This design comes from an exercise in tuning for small area, a short achievable clock period and few clock cycles per item on the open sky130 flow, not from production work. Only simulation tests tie the RTL to the original design; equivalence was not proved. Power and IR drop assume default switching activity.

==> design/flow/config.mk <==
export PLATFORM = sky130hd
export DESIGN_NAME = kmeans_top
export DESIGN_NICKNAME = kmeans_top
export VERILOG_FILES = /design/flow/design.v
export SDC_FILE = /design/flow/constraint.sdc
export NUM_CORES = 4
export LEC_CHECK = 0
export CAP_MARGIN = 20
export CORE_MARGIN = 2
export CORE_UTILIZATION = 40
export SLEW_MARGIN = 20
==> design/flow/constraint.sdc <==
create_clock -name core_clock -period 25.0 [get_ports {clk}]
set_input_delay 5.0000 -clock core_clock [delete_from_list [all_inputs] [get_ports {clk}]]
set_output_delay 5.0000 -clock core_clock [all_outputs]
set_load 0.01 [all_outputs]
==> design/flow/design.v <==
`timescale 1ns/1ps
module km_mdist (
  input  logic [15:0] a,
  input  logic [15:0] b,
  output logic [8:0]  d
);
  logic [8:0] ex, ey;
  logic [7:0] xx, xy;
  assign ex = {1'b0, a[15:8]} + {1'b0, ~b[15:8]};
  assign ey = {1'b0, a[7:0]} + {1'b0, ~b[7:0]};
  assign xx = ex[7:0] ^ {8{~ex[8]}};
  assign xy = ey[7:0] ^ {8{~ey[8]}};
  assign d  = {1'b0, xx} + {1'b0, xy} + {7'd0, ex[8] & ey[8], ex[8] ^ ey[8]};
endmodule
module km_argmin (
  input  logic [35:0] d,      
  output logic [1:0]  idx
);
  logic [8:0] d0, d1, d2, d3, m01, m23;
  logic       b01, b23, b;
  assign {d3, d2, d1, d0} = d;
  assign b01 = d1 < d0;
  assign b23 = d3 < d2;
  assign m01 = b01 ? d1 : d0;
  assign m23 = b23 ? d3 : d2;
  assign b   = m23 < m01;
  assign idx = b ? {1'b1, b23} : {1'b0, b01};
endmodule
module km_sum #(parameter int L = 1, parameter int K = 2) (
  input  logic           clk,
  input  logic           clr,
  input  logic           div,
  input  logic [L-1:0]   m,
  input  logic [8*L-1:0] v,
  input  logic [6:0]     n,
  output logic [13:0]    q       
);
  logic [13:0] s;
  logic [13:0] inc;
  always_comb begin
    inc = '0;
    for (int j = 0; j < L; j++) begin
      if (m[j]) inc = inc + {6'd0, v[8*j +: 8]};
    end
  end
  always_comb begin
    logic [6:0] t;
    q = s;
    for (int i = 0; i < K; i++) begin
      t = {q[13:8], q[7]};
      if (t >= n) begin
        t = t - n;
        q = {t[5:0], q[6:0], 1'b1};
      end else begin
        q = {t[5:0], q[6:0], 1'b0};
      end
    end
  end
  always_ff @(posedge clk) begin
    if (clr)      s <= '0;
    else if (div) s <= q;
    else          s <= s + inc;
  end
endmodule
module kmeans_top (
  input  logic        clk,
  input  logic        rst_n,
  input  logic        in_valid,
  input  logic [15:0] in_data,
  output logic        out_valid,
  output logic [15:0] out_data
);
  localparam int L  = 2;        
  localparam int T  = 64 / L;       
  localparam int K  = 2;        
  localparam int D  = 8 / K;        
  localparam logic [2:0] S_IDLE   = 3'd0;
  localparam logic [2:0] S_LOAD   = 3'd1;
  localparam logic [2:0] S_WAIT   = 3'd2;
  localparam logic [2:0] S_DIV    = 3'd3;
  localparam logic [2:0] S_STREAM = 3'd4;
  localparam logic [2:0] S_OUT    = 3'd5;
  logic [2:0]  st;
  logic [6:0]  cnt;
  logic        ld_v;
  logic        chg_q;
  logic [15:0] ring [64];
  logic [7:0]  cx [4];
  logic [7:0]  cy [4];
  logic [6:0]  n  [4];
  logic [63:0] cvec;
  logic [1:0]   a_q [L];
  logic [L-1:0] v2;
  logic [L-1:0] v1;
  always_ff @(posedge clk) begin
    ring[0] <= in_valid ? in_data : ring[63];
    for (int i = 1; i < 64; i++) ring[i] <= ring[i-1];
  end
  assign cvec = {cx[3], cy[3], cx[2], cy[2], cx[1], cy[1], cx[0], cy[0]};
  always_comb begin
    v1 = '0;
    if (st == S_STREAM) v1 = '1;
    v1[0] = v1[0] | ld_v;
  end
  logic [L-1:0] vA;
  for (genvar j = 0; j < L; j++) begin : g_lane
    logic [35:0] d, d_q;
    logic [1:0]  idx;
    km_mdist u_d0 (.a(ring[j*T]), .b(cvec[15:0]),  .d(d[8:0]));
    km_mdist u_d1 (.a(ring[j*T]), .b(cvec[31:16]), .d(d[17:9]));
    km_mdist u_d2 (.a(ring[j*T]), .b(cvec[47:32]), .d(d[26:18]));
    km_mdist u_d3 (.a(ring[j*T]), .b(cvec[63:48]), .d(d[35:27]));
    always_ff @(posedge clk) d_q <= d;
    km_argmin u_am (.d(d_q), .idx(idx));
    always_ff @(posedge clk) a_q[j] <= idx;
  end
  always_ff @(posedge clk) begin
    if (!rst_n) begin
      vA <= '0;
      v2 <= '0;
    end else begin
      vA <= v1;
      v2 <= vA;
    end
  end
  logic [8*L-1:0] vx, vy;
  logic [L-1:0]   mk [4];
  logic [13:0]    qx [4];
  logic [13:0]    qy [4];
  logic           clr, dv;
  logic           div_last;
  logic           changed;
  always_comb begin
    for (int j = 0; j < L; j++) begin
      vx[8*j +: 8] = ring[(j*T+2) % 64][15:8];
      vy[8*j +: 8] = ring[(j*T+2) % 64][7:0];
      for (int k = 0; k < 4; k++) mk[k][j] = v2[j] && (a_q[j] == k[1:0]);
    end
  end
  assign div_last = (st == S_DIV) && (cnt == 7'(D - 1));
  assign clr      = (st == S_IDLE) || div_last;
  assign dv       = (st == S_DIV);
  for (genvar k = 0; k < 4; k++) begin : g_clu
    km_sum #(.L(L), .K(K)) u_sx (.clk(clk), .clr(clr), .div(dv), .m(mk[k]), .v(vx), .n(n[k]), .q(qx[k]));
    km_sum #(.L(L), .K(K)) u_sy (.clk(clk), .clr(clr), .div(dv), .m(mk[k]), .v(vy), .n(n[k]), .q(qy[k]));
    logic [6:0] incn;
    always_comb begin
      incn = '0;
      for (int j = 0; j < L; j++) incn = incn + {6'd0, mk[k][j]};
    end
    always_ff @(posedge clk) begin
      if (clr)      n[k] <= '0;
      else if (!dv) n[k] <= n[k] + incn;
    end
  end
  always_comb begin
    changed = 1'b0;
    for (int k = 0; k < 4; k++) begin
      if (n[k] != 7'd0 && (qx[k][7:0] != cx[k] || qy[k][7:0] != cy[k])) changed = 1'b1;
    end
  end
  always_ff @(posedge clk) begin
    for (int k = 0; k < 4; k++) begin
      if (st == S_LOAD && cnt == 7'd4) begin
        cx[k] <= ring[3-k][15:8];
        cy[k] <= ring[3-k][7:0];
      end else if (div_last && n[k] != 7'd0) begin
        cx[k] <= qx[k][7:0];
        cy[k] <= qy[k][7:0];
      end
    end
  end
  always_ff @(posedge clk) begin
    if (!rst_n) begin
      st        <= S_IDLE;
      cnt       <= '0;
      ld_v      <= 1'b0;
      chg_q     <= 1'b0;
      out_valid <= 1'b0;
    end else begin
      ld_v      <= (st == S_LOAD) && (cnt >= 7'd4);
      out_valid <= 1'b0;
      case (st)
        S_IDLE: begin
          cnt <= 7'd1;
          if (in_valid) st <= S_LOAD;
        end
        S_LOAD: begin
          cnt <= cnt + 7'd1;
          if (cnt == 7'd67) begin
            st  <= S_WAIT;
            cnt <= 7'd0;
          end
        end
        S_WAIT: begin
          cnt <= cnt + 7'd1;
          if (cnt == 7'd2) begin
            st  <= S_DIV;
            cnt <= 7'd0;
          end
        end
        S_DIV: begin
          cnt <= cnt + 7'd1;
          if (div_last) begin
            st    <= S_STREAM;
            cnt   <= 7'd0;
            chg_q <= changed;
          end
        end
        S_STREAM: begin
          cnt <= cnt + 7'd1;
          if (cnt == 7'd0 && !chg_q) begin
            st        <= S_OUT;
            cnt       <= 7'd1;
            out_valid <= 1'b1;
          end else if (cnt == 7'(T - 1)) begin
            st  <= S_WAIT;
            cnt <= 7'd1;
          end
        end
        S_OUT: begin
          cnt       <= cnt + 7'd1;
          out_valid <= 1'b1;
          if (cnt == 7'd3) st <= S_IDLE;
        end
        default: st <= S_IDLE;
      endcase
    end
  end
  always_ff @(posedge clk) begin
    if (!rst_n) out_data <= '0;
    else if (st == S_STREAM) out_data <= {cx[0], cy[0]};
    else out_data <= {cx[cnt[1:0]], cy[cnt[1:0]]};
  end
endmodule
==> design/flow/run.sh <==
#!/bin/bash
# synth_recipe.tcl (not shown) runs the flow's synth.tcl, then flattens the netlist and writes it again
# the make line also repeats each setting of config.mk as NAME=value (left out here)
make -C /OpenROAD-flow-scripts/flow DESIGN_CONFIG=/design/flow/config.mk WORK_HOME=/design/flow/orfs CLKGATE_MAP_FILE= SYNTH_SCRIPT=/design/flow/synth_recipe.tcl finish
==> impl_metrics.sql, run 1 <==
INSERT INTO impl_metrics (metric_group, metric, value, unit) VALUES
('final_layout', 'layout.nets', '5877', ''),
('final_layout', 'drive_gt1_share', '6.38', '%'),
('yosys', 'synth_fp_nets', '5773', ''),
('setup_path', 'worst-r2r-setup-slack', '19760', 'ps'),
('worst_hold_path', 'hold_end', 'ring[31][6]$_DFF_P_', ''),
('yosys', 'postSynthAreaPerCell', '10.7', 'µm²'),
('timing', 'fin_worst_skew', '37.5', 'ps'),
('place', 'dpl.hpwl', '103000', 'µm'),
('pwr', 'sw_frac_of_total', '29.5', '%'),
('detailed_routing', 'route.antenna.remaining_nets', '0', ''),
('floorplan', 'pin_count', '36', ''),
('pwr', 'comb_power_share', '21.3', '%'),
('clock_network', 'clk_root_buffer_cell', 'clkbuf_16', ''),
('timing', 'setup_violating_endpoint_count_in_the_final_report', '0', ''),
('detailed_routing', 'drcViolationCount', '0', ''),
('setup_path', 'critical_path_depth', '1', ''),
('grt', 'grt_pass1_wl', '208000', 'µm'),
('setup_path', 'worst_path_largest_cell_delay', '540', 'ps'),
('detailed_routing', 'detail_route.iter0.violations', '2580', ''),
('floorplan', 'initial_utilization', '40.2', '%'),
('final_layout', 'filler_cell_count', '12600', ''),
('yosys', 'async_reset_ff_share', '0', '%'),
('yosys', 'synth_commonest_cells', 'dfxtp_1 (1273), ha_1 (545), inv_1 (387)', ''),
('setup_path', 'crit-reg2reg-capture', 'chg_q$_SDFFE_PN0P_', ''),
('place', 'gp_congestion', '0.925', ''),
('detailed_routing', 'drt-vias-per-instance', '5.09', ''),
('timing', 'finalWorstPathRequiredPeriod', '6620', 'ps'),
('run_status', 'status', 'no timing/DRC/antenna violations', ''),
('timing', 'final_period_utilization', '26.5', '%'),
('final_layout', 'area_growth', '13.5', '%'),
('yosys', 'synth_area_leader_cell', 'dfxtp_1', ''),
('yosys', 'number_of_synthesized_flops_with_an_enable_pin', '64', ''),
('pwr', 'p_leak', '27.3', 'nW'),
('final_layout', 'sequential_cell_area', '27400', 'µm²'),
('detailed_routing', 'detailroute.via_count', '36400', ''),
('grt', 'global_route.usage.total', '19.5', '%'),
('place', 'portBuffers', '35', ''),
('worst_hold_path', 'worst_hold_startpoint', 'ring[30][6]$_DFF_P_', ''),
('setup_path', 'reg2regPathDepth', '15', ''),
('pwr', 'internal_power', '0.00411', 'W'),
('timing', 'fin_tns_setup', '0', 'ps'),
('setup_path', 'critPathMaxFanout', '1', ''),
('clock_network', 'ctsHoldBuffers', '0', ''),
('grt', 'number_of_global_route_vias_before_repair', '35100', ''),
('floorplan', 'core', '137000', 'µm²'),
('pwr', 'power_per_cell_area', '93.2', 'nW/µm²'),
('yosys', 'yosysWarnings', '16', ''),
('yosys', 'post_synth_inst_count', '5133', ''),
('pwr', 'worst_ir_drop_vdd', '56.6', 'µV'),
('detailed_routing', 'post_drt_wl_per_cell', '19.3', 'µm'),
('place', 'setup_slack_after_placement', '18400', 'ps'),
('timing', 'grt_setup_unrepaired', 'no', ''),
('grt', 'grt-ovfl-total', '0', ''),
('setup_path', 'worstPathRequired', '20000', 'ps'),
('yosys', 'synth_seq_cells', '1337', ''),
('timing', 'timing_hold_violations_final', '0', ''),
('floorplan', 'cell_rows', '136', ''),
('clock_network', 'postCtsSetupRepairBufs', '0', ''),
('clock_network', 'num_cts_buffers', '139', ''),
('timing', 'slew_headroom', '27.0', '%'),
('setup_path', 'rr_startpoint', 'n[1][1]$_SDFFE_PP0N_', ''),
('setup_path', 'critical_path.cell_chain', 'clkdlybuf4s50_1', ''),
('setup_path', 'arrival', '1620', 'ps'),
('setup_path', 'type_of_destination_of_the_critical_path', 'output pin', ''),
('clock_network', 'post_cts_resize_count', '0', ''),
('final_layout', 'finalCoreUtilization', '45.6', '%'),
('floorplan', 'die_height', '375', 'µm'),
('flow_run', 'drv_cap', '0', ''),
('pwr', 'clock_network_fraction_of_design_power', '37.3', '%'),
('pwr', 'switchingPower', '0.00172', 'W'),
('pwr', 'pwr-share-seq', '41.5', '%');
[power groups by stage]
stage                     registers, W  logic, W  clock network, W
final                          0.00242   0.00124           0.00217
after global routing           0.00243   0.00137           0.00232
after CTS                      0.00241   0.00124           0.00223
after detailed placement       0.00246   0.00123                 0
after global placement         0.00246   0.00121                 0
after floorplan                0.00240  0.000892                 0
[cells by family (layout without fill, tap and decap cells)]
group | after synthesis | after routing | share of synthesized area, %
flip-flops | 1337 | 1337 | 49.8
AO/OA/AOI/OAI | 1090 | 1090 | 12.5
AND/OR/NAND/NOR | 913 | 913 | 7.75
adder cells (fa/ha/maj) | 621 | 621 | 15.1
XOR/XNOR | 503 | 503 | 8.00
buffers and inverters | 501 | 717 | 3.50
multiplexers | 168 | 168 | 3.34
other | 0 | 2 | 0
[routing by layer]
metal / part of all wire, % / global-route usage (%) / wire length, µm / up-vias
met5: 0.0087 / 0 / 12 / -
met4: 3.8 / 7.78 / 5170 / 2
met1: 47 / 26.7 / 64100 / 17300
met2: 44 / 30.6 / 60300 / 968
li1: - / - / - / 17900
met3: 5.9 / 3.29 / 8140 / 234
[cell usage in the layout (no fill, tap or decap), types with 67 or more instances in the layout]
cell and n:
xnor2_1 366, a211oi_1 67, ha_1 545, o21ai_0 102
and2_1 76, fa_1 76, xor2_1 137, o21ai_1 134
a21oi_1 350, mux2_1 71, o21bai_1 81, nor2_1 248
inv_1 387, nand2_1 293, clkbuf_16 142, dfxtp_1 1273
a21o_1 158
[flip-flops by register name (all words and copies together) (netlist names)]
signal	flops
vA	2
ring	1024
cx	32
chg_q	1
out_data	16
st	3
g_clu.u_sy.s	56
cnt	7
ld_v	1
v2	2
out_valid	1
g_lane.d_q	72
g_clu.u_sx.s	56
a_q	4
cy	32
n	28
[through the flow]
step	hold slack, ps	cell area, µm²	instances
CTS	311	62500	7142
global placement	309	57500	6889
detailed placement	312	57500	6889
floorplan	310	55100	5133
finish	302	62500	7145
global route	317	62500	7143
[worst max path at each step]
stage | start | end | slack [ps]
2_1_floorplan | in_valid | ring[0][10]$_DFF_P_ | 18900
3_3_place_gp | in_valid | st[0]$_SDFFE_PN0P_ | 18380
3_5_place_dp | in_valid | st[2]$_SDFFE_PN0P_ | 18400
4_1_cts | out_data[7]$_SDFF_PN0_ | out_data[7] | 18310
5_1_grt | out_data[7]$_SDFF_PN0_ | out_data[7] | 18280
6_report | out_data[7]$_SDFF_PN0_ | out_data[7] | 18380
[area by class of cell]
cell class	instances	share of cell area, %
Tap cell	1794	3.59
Clock inverter	62	1.60
Clock buffer	191	6.33
Antenna cell	2	0.00801
Multi-Input combinational cell	3295	41.3
Timing Repair Buffer	71	0.989
Inverter	393	2.36
Sequential cell	1337	43.9
Testbench counts, summed over its fixed seeds: cycles 33,150, jobs 144.
==> run 2: changes to the inputs <==
==> design/flow/flow/run.sh (new file) <==
#!/bin/bash
# The standard ORFS layout, with a plain buffer (buf_4) instead of the
# default delay-cell buffer on every input and output port.
set -euo pipefail
export BUFFER_PORTS_ARGS="-buffer_cell sky130_fd_sc_hd__buf_4"
bash standard.sh finish > standard_flow.log 2>&1
==> design/flow/standard.sh (new file) <==
#!/bin/bash
# synth_recipe.tcl (not shown) runs the flow's synth.tcl, then flattens the netlist and writes it again
# the make line also repeats each setting of config.mk as NAME=value (left out here)
make -C /OpenROAD-flow-scripts/flow DESIGN_CONFIG=/design/flow/config.mk WORK_HOME=/design/flow/orfs CLKGATE_MAP_FILE= SYNTH_SCRIPT=/design/flow/synth_recipe.tcl "${@:-finish}"
--- a/design/flow/config.mk
+++ b/design/flow/config.mk
@@ -7,5 +7,8 @@
 export LEC_CHECK = 0
 export CAP_MARGIN = 20
 export CORE_MARGIN = 2
-export CORE_UTILIZATION = 40
+export CORE_UTILIZATION = 80
+export CTS_BUF_LIST = sky130_fd_sc_hd__clkbuf_16
+export CTS_CLUSTER_DIAMETER = 60
+export CTS_CLUSTER_SIZE = 30
 export SLEW_MARGIN = 20
removed: design/flow/run.sh
==> run 2 against run 1 <==
  * Still clean on timing, DRC and antenna
  * Largest power group unchanged
  * Clock-buffer cell count fell by 124
  * Worst setup slack improved by 460 ps
  * Register-to-register slack got worse by 860 ps
  * Critical path depth did not move
  * Largest cell class unchanged
  * Sequential power barely moved
==> impl_metrics.sql, run 2 <==
INSERT INTO impl_metrics (metric_group, metric, value, unit) VALUES
('run_status', 'status', 'no timing/DRC/antenna violations', ''),
('clock_network', 'tritoncts', 'yes', ''),
('floorplan', 'die_width', '266', 'µm'),
('clock_network', 'clock-sinks', '1337', ''),
('setup_path', 'criticalPathCategory', 'register to output pin', ''),
('grt', 'global_route.usage.total', '43.7', '%'),
('pwr', 'p_leak', '26.0', 'nW'),
('yosys', 'synth_ff_type', 'dfxtp_1', ''),
('clock_network', 'ctsHoldBuffers', '0', ''),
('yosys', 'yosysWarnings', '16', ''),
('clock_network', 'h_tree_lvls', '3', ''),
('clock_network', 'num_cts_buffers', '67', ''),
('clock_network', 'clk_root_buffer_cell', 'clkbuf_16', ''),
('pwr', 'power_per_cell_area', '87.1', 'nW/µm²'),
('yosys', 'synthDistinctLibCells', '78', ''),
('yosys', 'postSynthAreaPerCell', '10.7', 'µm²'),
('place', 'dpl.hpwl', '107000', 'µm'),
('setup_path', 'reg2regPathDepth', '16', ''),
('clock_network', 'post_cts_resize_count', '0', ''),
('worst_hold_path', 'hold-path-cell-count', '0', ''),
('worst_hold_path', 'min_path_type', 'register to register', ''),
('final_layout', 'registers.top_by_ff_count', 'ring', ''),
('flow_run', 'drv_cap', '0', ''),
('setup_path', 'critical_path_depth', '1', ''),
('setup_path', 'worst_path_largest_cell_delay', '370', 'ps'),
('timing', 'maxClockFrequency', '0.162', 'GHz'),
('timing', 'timing_hold_violations_final', '0', ''),
('yosys', 'synth_fp_nets', '5773', ''),
('clock_network', 'clk_latency', '690', 'ps'),
('timing', 'fin_tns_setup', '0', 'ps'),
('yosys', 'post_synth_main_area_contributors', 'dfxtp_1 (46%), ha_1 (12%), xnor2_1 (5.8%), edfxtp_1 (3.5%), a21oi_1 (3.2%)', ''),
('place', 'gp_congestion', '1.06', ''),
('final_layout', 'filler_cell_count', '3329', ''),
('floorplan', 'die_height', '266', 'µm'),
('place', 'portBuffers', '35', ''),
('setup_path', 'critical_path.cell_chain', 'buf_4', ''),
('grt', 'grt_pass1_wl', '233000', 'µm'),
('setup_path', 'top_delay_family_on_crit_path', 'flip-flops', ''),
('detailed_routing', 'drcViolationCount', '0', ''),
('final_layout', 'layout.nets', '5790', ''),
('final_layout', 'largest_reg_flops', '1024', ''),
('floorplan', 'pin_count', '36', ''),
('timing', 'slew_headroom', '20.4', '%'),
('setup_path', 'worstPathRequired', '20000', 'ps'),
('setup_path', 'critical-path-slowest-cell', 'dfxtp_1', ''),
('detailed_routing', 'detailroute.via_count', '39900', ''),
('yosys', 'yosysSeqAreaShare', '49.8', '%'),
('setup_path', 'crit_path_start_kind', 'register', ''),
('floorplan', 'core', '68300', 'µm²'),
('detailed_routing', 'drt-vias-per-instance', '6.57', ''),
('timing', 'final_period_utilization', '24.6', '%'),
('detailed_routing', 'detail_route.iter0.violations', '4883', ''),
('timing', 'finalWorstPathRequiredPeriod', '6160', 'ps'),
('setup_path', 'critPathBufInv', '1', ''),
('final_layout', 'area_growth', '6.30', '%'),
('setup_path', 'critPathMaxFanout', '1', ''),
('yosys', 'number_of_synthesized_flops_with_an_enable_pin', '64', ''),
('setup_path', 'arrival', '1160', 'ps'),
('yosys', 'post_synth_inst_count', '5133', ''),
('setup_path', 'type_of_destination_of_the_critical_path', 'output pin', ''),
('timing', 'fin_worst_skew', '39.2', 'ps'),
('pwr', 'worst_ir_drop_vdd', '92.2', 'µV'),
('yosys', 'synth_seq_cells', '1337', ''),
('final_layout', 'reg_top3', 'ring (1024), g_lane.d_q (72)', ''),
('yosys', 'synth.cell_area', '55100', 'µm²'),
('final_layout', 'commonest_non_fill_non_tap_cell_in_the_layout', 'dfxtp_1', ''),
('final_layout', 'drive_gt1_share', '4.65', '%'),
('pwr', 'finalPower', '0.00510', 'W'),
('detailed_routing', 'post_drt_wl_per_cell', '25.6', 'µm'),
('timing', 'worst_pin_slew', '1190', 'ps'),
('yosys', 'async_reset_ff_share', '0', '%'),
('timing', 'setup_violating_endpoint_count_in_the_final_report', '0', ''),
('floorplan', 'cell_rows', '96', ''),
('grt', 'number_of_global_route_vias_before_repair', '40500', ''),
('detailed_routing', 'route.antenna.remaining_nets', '0', ''),
('yosys', 'synth_commonest_cells', 'dfxtp_1 (1273), ha_1 (545), inv_1 (387)', ''),
('timing', 'report.final.slew_viol_count', '0', ''),
('floorplan', 'initial_utilization', '80.6', '%'),
('yosys', 'synth_area_leader_cell', 'dfxtp_1', ''),
('yosys', 'most_repeated_cell_in_the_gate_level_netlist_after_synthesis', 'dfxtp_1', ''),
('floorplan', 'die_area', '70900', 'µm²'),
('clock_network', 'clock_tree.buffer_depth', '3', ''),
('detailed_routing', 'postRouteWirelength', '156000', 'µm'),
('grt', 'grt-ovfl-total', '0', ''),
('detailed_routing', 'drtPass1Iterations', '10', ''),
('final_layout', 'layout_common_cells', 'dfxtp_1 (1273), ha_1 (545), inv_1 (388)', ''),
('timing', 'grt_setup_unrepaired', 'no', ''),
('grt', 'grt_max_degree', '85', ''),
('clock_network', 'clkSlewWorstSetupHoldPaths', '100', 'ps'),
('grt', 'antenna_violations_before_repair', '28', ''),
('yosys', 'yosysTopAreaCellShare', '46.3', '%'),
('clock_network', 'postCtsSetupRepairBufs', '0', '');
-- run 2: layer usage --
metal | vias up | share of wire [%] | GRT usage (%)
met1 | 18700 | 34 | 50.5
met3 | 978 | 12 | 12.2
met4 | 26 | 9.3 | 34.2
met2 | 2616 | 44 | 68.9
met5 | - | 0.14 | 0.208
li1 | 17600 | - | -
-- run 2: cell families after synthesis --
logic type | after synthesis | share of synthesized area, %
AND/OR/NAND/NOR | 913 | 7.75
flip-flops | 1337 | 49.8
buffers and inverters | 501 | 3.50
adder cells (fa/ha/maj) | 621 | 15.1
multiplexers | 168 | 3.34
AO/OA/AOI/OAI | 1090 | 12.5
XOR/XNOR | 503 | 8.00
-- run 2: final timing paths --
kind                         from                   to  slack, ps
min           ring[41][5]$_DFF_P_  ring[42][5]$_DFF_P_        320
max          out_valid$_SDFF_PN0_            out_valid      18840
max reg2reg  n[0][1]$_SDFFE_PP0N_   chg_q$_SDFFE_PN0P_      18900
min reg2reg   ring[41][5]$_DFF_P_  ring[42][5]$_DFF_P_        320
-- run 2: area by class of cell --
type / instances / area (µm²) / share of cell area, %
Antenna cell: 6 / 15.0 / 0.0257
Sequential cell: 1337 / 27400 / 46.8
Inverter: 393 / 1480 / 2.52
Timing Repair Buffer: 56 / 420 / 0.718
Clock buffer: 67 / 1680 / 2.86
Multi-Input combinational cell: 3295 / 25800 / 44.1
Tap cell: 882 / 1100 / 1.89
Clock inverter: 39 / 642 / 1.10
-- run 2: power by group --
group / switching [W] / internal [W]
clock network: 0.000759 / 0.000559
logic: 0.000837 / 0.000507
registers: 0.000132 / 0.00230
-- run 2: stage by stage --
stage / util (%) / cells / hold slack [ps] / cell area (µm²) / setup WS, ps
after floorplan: - / 5133 / 310 / 55100 / 18900
after global placement: 82.2 / 5963 / 309 / 56200 / 18600
after detailed placement: 82.2 / 5963 / 312 / 56200 / 18460
after CTS: 85.6 / 6069 / 322 / 58500 / 18830
after global routing: 85.6 / 6070 / 323 / 58500 / 18820
final: 85.6 / 6075 / 321 / 58500 / 18840
==> run 3: changes to the inputs <==
--- a/design/flow/design.v
+++ b/design/flow/design.v
@@ -26,23 +26,15 @@
   assign b   = m23 < m01;
   assign idx = b ? {1'b1, b23} : {1'b0, b01};
 endmodule
-module km_sum #(parameter int L = 1, parameter int K = 2) (
-  input  logic           clk,
-  input  logic           clr,
-  input  logic           div,
-  input  logic [L-1:0]   m,
-  input  logic [8*L-1:0] v,
-  input  logic [6:0]     n,
-  output logic [13:0]    q       
+module km_sum #(parameter int K = 2) (
+  input  logic        clk,
+  input  logic        clr,
+  input  logic        div,
+  input  logic [8:0]  inc,
+  input  logic [6:0]  n,
+  output logic [13:0] q       
 );
   logic [13:0] s;
-  logic [13:0] inc;
-  always_comb begin
-    inc = '0;
-    for (int j = 0; j < L; j++) begin
-      if (m[j]) inc = inc + {6'd0, v[8*j +: 8]};
-    end
-  end
   always_comb begin
     logic [6:0] t;
     q = s;
@@ -59,7 +51,7 @@
   always_ff @(posedge clk) begin
     if (clr)      s <= '0;
     else if (div) s <= q;
-    else          s <= s + inc;
+    else          s <= s + {5'd0, inc};
   end
 endmodule
 module kmeans_top (
@@ -123,34 +115,44 @@
       v2 <= vA;
     end
   end
-  logic [8*L-1:0] vx, vy;
-  logic [L-1:0]   mk [4];
-  logic [13:0]    qx [4];
-  logic [13:0]    qy [4];
-  logic           clr, dv;
-  logic           div_last;
-  logic           changed;
-  always_comb begin
-    for (int j = 0; j < L; j++) begin
-      vx[8*j +: 8] = ring[(j*T+2) % 64][15:8];
-      vy[8*j +: 8] = ring[(j*T+2) % 64][7:0];
-      for (int k = 0; k < 4; k++) mk[k][j] = v2[j] && (a_q[j] == k[1:0]);
+  logic [7:0]  x0, x1, y0, y1;
+  logic [8:0]  sxy_x, sxy_y;
+  logic [3:0]  m0, m1;
+  logic [13:0] qx [4];
+  logic [13:0] qy [4];
+  logic        clr, dv;
+  logic        div_last;
+  logic        changed;
+  assign x0 = ring[2][15:8];
+  assign y0 = ring[2][7:0];
+  assign x1 = ring[T+2][15:8];
+  assign y1 = ring[T+2][7:0];
+  assign sxy_x = {1'b0, x0} + {1'b0, x1};
+  assign sxy_y = {1'b0, y0} + {1'b0, y1};
+  always_comb begin
+    for (int k = 0; k < 4; k++) begin
+      m0[k] = v2[0] && (a_q[0] == k[1:0]);
+      m1[k] = v2[1] && (a_q[1] == k[1:0]);
     end
   end
   assign div_last = (st == S_DIV) && (cnt == 7'(D - 1));
   assign clr      = (st == S_IDLE) || div_last;
   assign dv       = (st == S_DIV);
   for (genvar k = 0; k < 4; k++) begin : g_clu
-    km_sum #(.L(L), .K(K)) u_sx (.clk(clk), .clr(clr), .div(dv), .m(mk[k]), .v(vx), .n(n[k]), .q(qx[k]));
-    km_sum #(.L(L), .K(K)) u_sy (.clk(clk), .clr(clr), .div(dv), .m(mk[k]), .v(vy), .n(n[k]), .q(qy[k]));
-    logic [6:0] incn;
+    logic [8:0] ix, iy;
     always_comb begin
-      incn = '0;
-      for (int j = 0; j < L; j++) incn = incn + {6'd0, mk[k][j]};
-    end
+      case ({m1[k], m0[k]})
+        2'b11:   begin ix = sxy_x;        iy = sxy_y;        end
+        2'b01:   begin ix = {1'b0, x0};   iy = {1'b0, y0};   end
+        2'b10:   begin ix = {1'b0, x1};   iy = {1'b0, y1};   end
+        default: begin ix = '0;           iy = '0;           end
+      endcase
+    end
+    km_sum #(.K(K)) u_sx (.clk(clk), .clr(clr), .div(dv), .inc(ix), .n(n[k]), .q(qx[k]));
+    km_sum #(.K(K)) u_sy (.clk(clk), .clr(clr), .div(dv), .inc(iy), .n(n[k]), .q(qy[k]));
     always_ff @(posedge clk) begin
       if (clr)      n[k] <= '0;
-      else if (!dv) n[k] <= n[k] + incn;
+      else if (!dv) n[k] <= n[k] + {6'd0, m0[k]} + {6'd0, m1[k]};
     end
   end
   always_comb begin
==> design/flow/flow/run.sh (replaced) <==
#!/bin/bash
set -euo pipefail
export BUFFER_PORTS_ARGS="-buffer_cell sky130_fd_sc_hd__buf_4"
export SETUP_SLACK_MARGIN=19.3
bash standard.sh finish > standard_flow.log 2>&1
--- a/design/flow/config.mk
+++ b/design/flow/config.mk
@@ -7,7 +7,7 @@
 export LEC_CHECK = 0
 export CAP_MARGIN = 20
 export CORE_MARGIN = 2
-export CORE_UTILIZATION = 80
+export CORE_UTILIZATION = 65
 export CTS_BUF_LIST = sky130_fd_sc_hd__clkbuf_16
 export CTS_CLUSTER_DIAMETER = 60
 export CTS_CLUSTER_SIZE = 30
==> run 3 against run 2 <==
  * Critical path depth stayed put
  * Clock power rose by 21%
  * Final cell count rose by 3.1%
  * Combinational power hardly changed
==> impl_metrics.sql, run 3 <==
INSERT INTO impl_metrics (metric_group, metric, value, unit) VALUES
('setup_path', 'criticalPathCategory', 'register to output pin', ''),
('timing', 'fin_tns_setup', '0', 'ps'),
('timing', 'final_period_utilization', '24.6', '%'),
('grt', 'number_of_global_route_vias_before_repair', '34700', ''),
('detailed_routing', 'postRouteWirelength', '131000', 'µm'),
('final_layout', 'commonest_non_fill_non_tap_cell_in_the_layout', 'dfxtp_1', ''),
('yosys', 'synth_fp_nets', '5680', ''),
('setup_path', 'top_delay_family_on_crit_path', 'flip-flops', ''),
('yosys', 'synthDistinctLibCells', '83', ''),
('timing', 'grt_setup_unrepaired', 'yes', ''),
('yosys', 'synth_area_leader_cell', 'dfxtp_1', ''),
('yosys', 'post_synthesis_compound_gate_area_fraction', '12.2', '%'),
('clock_network', 'clock_tree.buffer_depth', '3', ''),
('clock_network', 'num_cts_buffers', '84', ''),
('final_layout', 'sequential_cell_area', '27400', 'µm²'),
('timing', 'timing_hold_violations_final', '0', ''),
('grt', 'grt_max_degree', '83', ''),
('yosys', 'synth_xor_area_share', '7.31', '%'),
('timing', 'report.final.slew_viol_count', '0', ''),
('final_layout', 'filler_cell_count', '6071', ''),
('timing', 'setup_violating_endpoint_count_in_the_final_report', '0', ''),
('grt', 'grt_most_used_layer', 'met2', ''),
('detailed_routing', 'drtPass1Iterations', '8', ''),
('final_layout', 'stdcell_count', '6266', ''),
('grt', 'gr-usage-met1', '39.2', '%'),
('clock_network', 'clk_latency', '690', 'ps'),
('yosys', 'synthSimpleGateAreaFrac', '8.56', '%'),
('timing', 'slew_headroom', '21.6', '%'),
('floorplan', 'core', '82000', 'µm²'),
('setup_path', 'worstPathRequired', '20000', 'ps'),
('floorplan', 'initial_utilization', '65.6', '%'),
('detailed_routing', 'drt-vias-per-instance', '5.74', ''),
('place', 'numPlacedInstances', '6112', ''),
('detailed_routing', 'post_drt_wl_per_cell', '21.0', 'µm'),
('clock_network', 'clkSlewWorstSetupHoldPaths', '100', 'ps'),
('detailed_routing', 'detailroute.via_count', '36000', ''),
('yosys', 'yosysWarnings', '14', ''),
('grt', 'grt_util_met3', '6.13', '%'),
('final_layout', 'area_growth', '8.96', '%'),
('yosys', 'synthMuxAreaShare', '3.09', '%'),
('setup_path', 'critical-path-slowest-cell', 'dfxtp_4', ''),
('yosys', 'postSynthAreaPerCell', '10.6', 'µm²'),
('setup_path', 'worst_path_largest_cell_delay', '370', 'ps'),
('setup_path', 'type_of_destination_of_the_critical_path', 'output pin', ''),
('detailed_routing', 'route.antenna.remaining_nets', '0', ''),
('yosys', 'synth_commonest_cells', 'dfxtp_1 (1273), ha_1 (497), nand2_1 (429)', ''),
('yosys', 'synth.cell_area', '53800', 'µm²'),
('detailed_routing', 'drcViolationCount', '0', ''),
('flow_run', 'drv_cap', '0', ''),
('final_layout', 'finalCoreUtilization', '71.5', '%'),
('final_layout', 'multi_input_gate_area_in_the_final_layout', '24500', 'µm²'),
('grt', 'global_route.usage.total', '30.5', '%'),
('setup_path', 'critPathMaxFanout', '1', ''),
('floorplan', 'die_height', '292', 'µm'),
('yosys', 'synth_ff_type', 'dfxtp_1', ''),
('grt', 'grt_pass1_wl', '198000', 'µm'),
('pwr', 'p_leak', '25.2', 'nW'),
('yosys', 'yosysTopAreaCellShare', '47.4', '%'),
('floorplan', 'die_area', '85100', 'µm²'),
('yosys', 'async_reset_ff_share', '0', '%'),
('yosys', 'post_synth_main_area_contributors', 'dfxtp_1 (47%), ha_1 (12%), xnor2_1 (5.9%), edfxtp_1 (3.6%), a21oi_1 (3.0%)', ''),
('timing', 'maxClockFrequency', '0.162', 'GHz'),
('clock_network', 'clock-sinks', '1337', ''),
('grt', 'gr-usage-met2', '49.4', '%'),
('yosys', 'post_synth_inst_count', '5094', ''),
('final_layout', 'registers.top_by_ff_count', 'ring', ''),
('worst_hold_path', 'min_path_type', 'register to register', ''),
('yosys', 'most_repeated_cell_in_the_gate_level_netlist_after_synthesis', 'dfxtp_1', ''),
('timing', 'finalWorstPathRequiredPeriod', '6160', 'ps'),
('setup_path', 'worst-r2r-setup-slack', '19660', 'ps'),
('floorplan', 'pin_count', '36', ''),
('detailed_routing', 'detail_route.iter0.violations', '2771', ''),
('yosys', 'synth_top_family_by_area', 'adder cells', ''),
('clock_network', 'h_tree_lvls', '3', ''),
('yosys', 'number_of_synthesized_flops_with_an_enable_pin', '64', ''),
('pwr', 'power_per_cell_area', '91.5', 'nW/µm²'),
('setup_path', 'critPathBufInv', '1', ''),
('run_status', 'status', 'no timing/DRC/antenna violations', ''),
('setup_path', 'arrival', '1160', 'ps'),
('setup_path', 'crit_path_start_kind', 'register', ''),
('setup_path', 'critical_path.cell_chain', 'buf_6', ''),
('timing', 'worst_pin_slew', '1170', 'ps'),
('place', 'dpl.hpwl', '96600', 'µm'),
('floorplan', 'die_width', '292', 'µm'),
('clock_network', 'tritoncts', 'yes', ''),
('final_layout', 'largest_reg_flops', '1024', ''),
('yosys', 'synth_adder_area_share', '14.2', '%'),
('final_layout', 'reg_top3', 'ring (1024), g_lane.d_q (72)', ''),
('floorplan', 'cell_rows', '105', ''),
('yosys', 'yosysSeqAreaShare', '50.9', '%'),
('place', 'portBuffers', '35', ''),
('final_layout', 'layout_common_cells', 'dfxtp_1 (1256), ha_1 (497), nand2_1 (429)', ''),
('final_layout', 'layout.nets', '5716', ''),
('yosys', 'synth_seq_cells', '1337', ''),
('clock_network', 'ctsHoldBuffers', '0', ''),
('final_layout', 'drive_gt1_share', '6.30', '%'),
('grt', 'grt-ovfl-total', '0', ''),
('clock_network', 'clk_root_buffer_cell', 'clkbuf_16', ''),
('grt', 'antenna_violations_before_repair', '3', ''),
('place', 'gp_congestion', '1.00', ''),
('pwr', 'worst_ir_drop_vdd', '110', 'µV'),
('timing', 'fin_worst_skew', '47.7', 'ps');
==> run 3: cell types whose count changed in the layout (fill, tap and decap cells not counted), moves of 22 or more <==
cell and change:
mux2_1 -71, o21bai_1 -35, a21o_1 -43, a21boi_1 -23, a21oi_1 -22, and2_1 -58
mux2i_1 +60, ha_1 -48, o21ai_1 -134, nand2_1 +136, a21boi_0 +46, o21ai_0 +150
xor2_1 -48
==> run 3: worst paths after layout <==
kind / end / depth (start not counted) / from
setup / recovery: out_data[6] / 1 / out_data[6]$_SDFF_PN0_
hold / removal: ring[36][12]$_DFF_P_ / 0 / ring[35][12]$_DFF_P_
hold reg to reg: ring[36][12]$_DFF_P_ / 0 / ring[35][12]$_DFF_P_
setup reg to reg: chg_q$_SDFFE_PN0P_ / 17 / n[1][1]$_SDFFE_PP0N_
==> run 3: cell type report <==
class,instances,share of cell area (%)
clock inverters,61,1.86
multi-input cells,3236,41.8
diodes,3,0.0128
flip-flops and latches,1337,46.8
inverters,408,2.61
clock buffers,88,3.76
repair buffers,63,0.916
well taps,1070,2.28
==> run 3: what timing repair did <==
item / in CTS / in global routing
resized for setup: 31 / 7
setup buffers: 0 / 2
pin swaps: 0 / 1
endpoints found under the setup margin: 36 / 18
==> run 3: metrics by stage <==
stage	worst slack, ps	total power (W)	cell area (µm²)	hold WS [ps]
after global placement	18430	0.00374	55200	309
final	18840	0.00536	58600	312
after floorplan	18980	0.00338	53800	310
after global routing	18810	0.00563	58600	315
after CTS	18810	0.00539	58600	313
after detailed placement	18370	0.00377	55200	312
==> run 3: per-layer routing <==
metal,vias up,share of wire [%]
li1,17400,-
met1,16900,41
met2,1251,45
met3,358,8.0
met4,0,5.3
met5,-,0
==> run 3: logic make-up after synthesis <==
| logic type | after synthesis |
|---|---|
| simple gates | 1010 |
| buf+inv | 521 |
| fa+ha+maj | 567 |
| xor+xnor | 449 |
| flops | 1337 |
| compound gates | 1051 |
| mux | 159 |
==> run 3: worst reg2reg max path: stages (launching register included) <==
cell and delay (ps):
dfxtp_1 560, inv_1 270, ha_1 360, a21o_1 150
a21oi_1 160, o211ai_1 160, a21oi_2 480, mux2i_1 420
ha_1 310, nor2b_1 130, o21a_1 190, or3_1 360
a221oi_1 340, buf_4 300, xnor2_1 160, o221ai_1 140
a211o_1 340, o41a_1 380
==> run 3: power breakdown <==
part           leakage (nW)  switching [W]  internal [W]
Combinational          12.5       0.000786      0.000571
Sequential             11.1       0.000102       0.00230
Clock                  1.56       0.000862      0.000739
Total                  25.2        0.00175       0.00361
Testbench counts of run 3, summed over its fixed seeds: cycles 33,150, jobs 144.

==> afterwards: timing with drivers on the ports <==
Ports are ideal in the flow. The routed layouts listed here were re-timed in OpenROAD. Step 1 (the two cells are an assumption about what drives the block):
set clk [get_ports {clk}]
set_driving_cell -lib_cell sky130_fd_sc_hd__clkbuf_16 $clk
set_driving_cell -lib_cell sky130_fd_sc_hd__buf_2 [delete_from_list [all_inputs] $clk]
Step 2 adds t to the input delays and takes it off the output delays; t is the mean of the earliest and latest rising clock arrival at the registers after step 1. Input paths then give back, and output paths get back, about the clock's delay inside the block. Slacks: no drivers / after step 1 / after step 2; pairs: no drivers / after step 1.
run	shift t [ns]	slack for setup (ns)	hold slack, ns	worst setup path at the end	latest minus earliest clock arrival (ns)
run 1	0.839	18.376 / 18.295 / 18.401	0.302 / 0.302 / 0.302	input to register	0.041 / 0.040
run 2	0.738	18.839 / 18.771 / 18.355	0.321 / 0.321 / 0.321	input to register	0.043 / 0.043
run 3	0.736	18.841 / 18.771 / 18.630	0.312 / 0.312 / 0.312	input to register	0.049 / 0.049
After both steps every run listed still meets setup and hold. For run 2, which loses most, drivers alone change the setup slack by -0.068 ns; drivers and shift together by -0.484 ns.
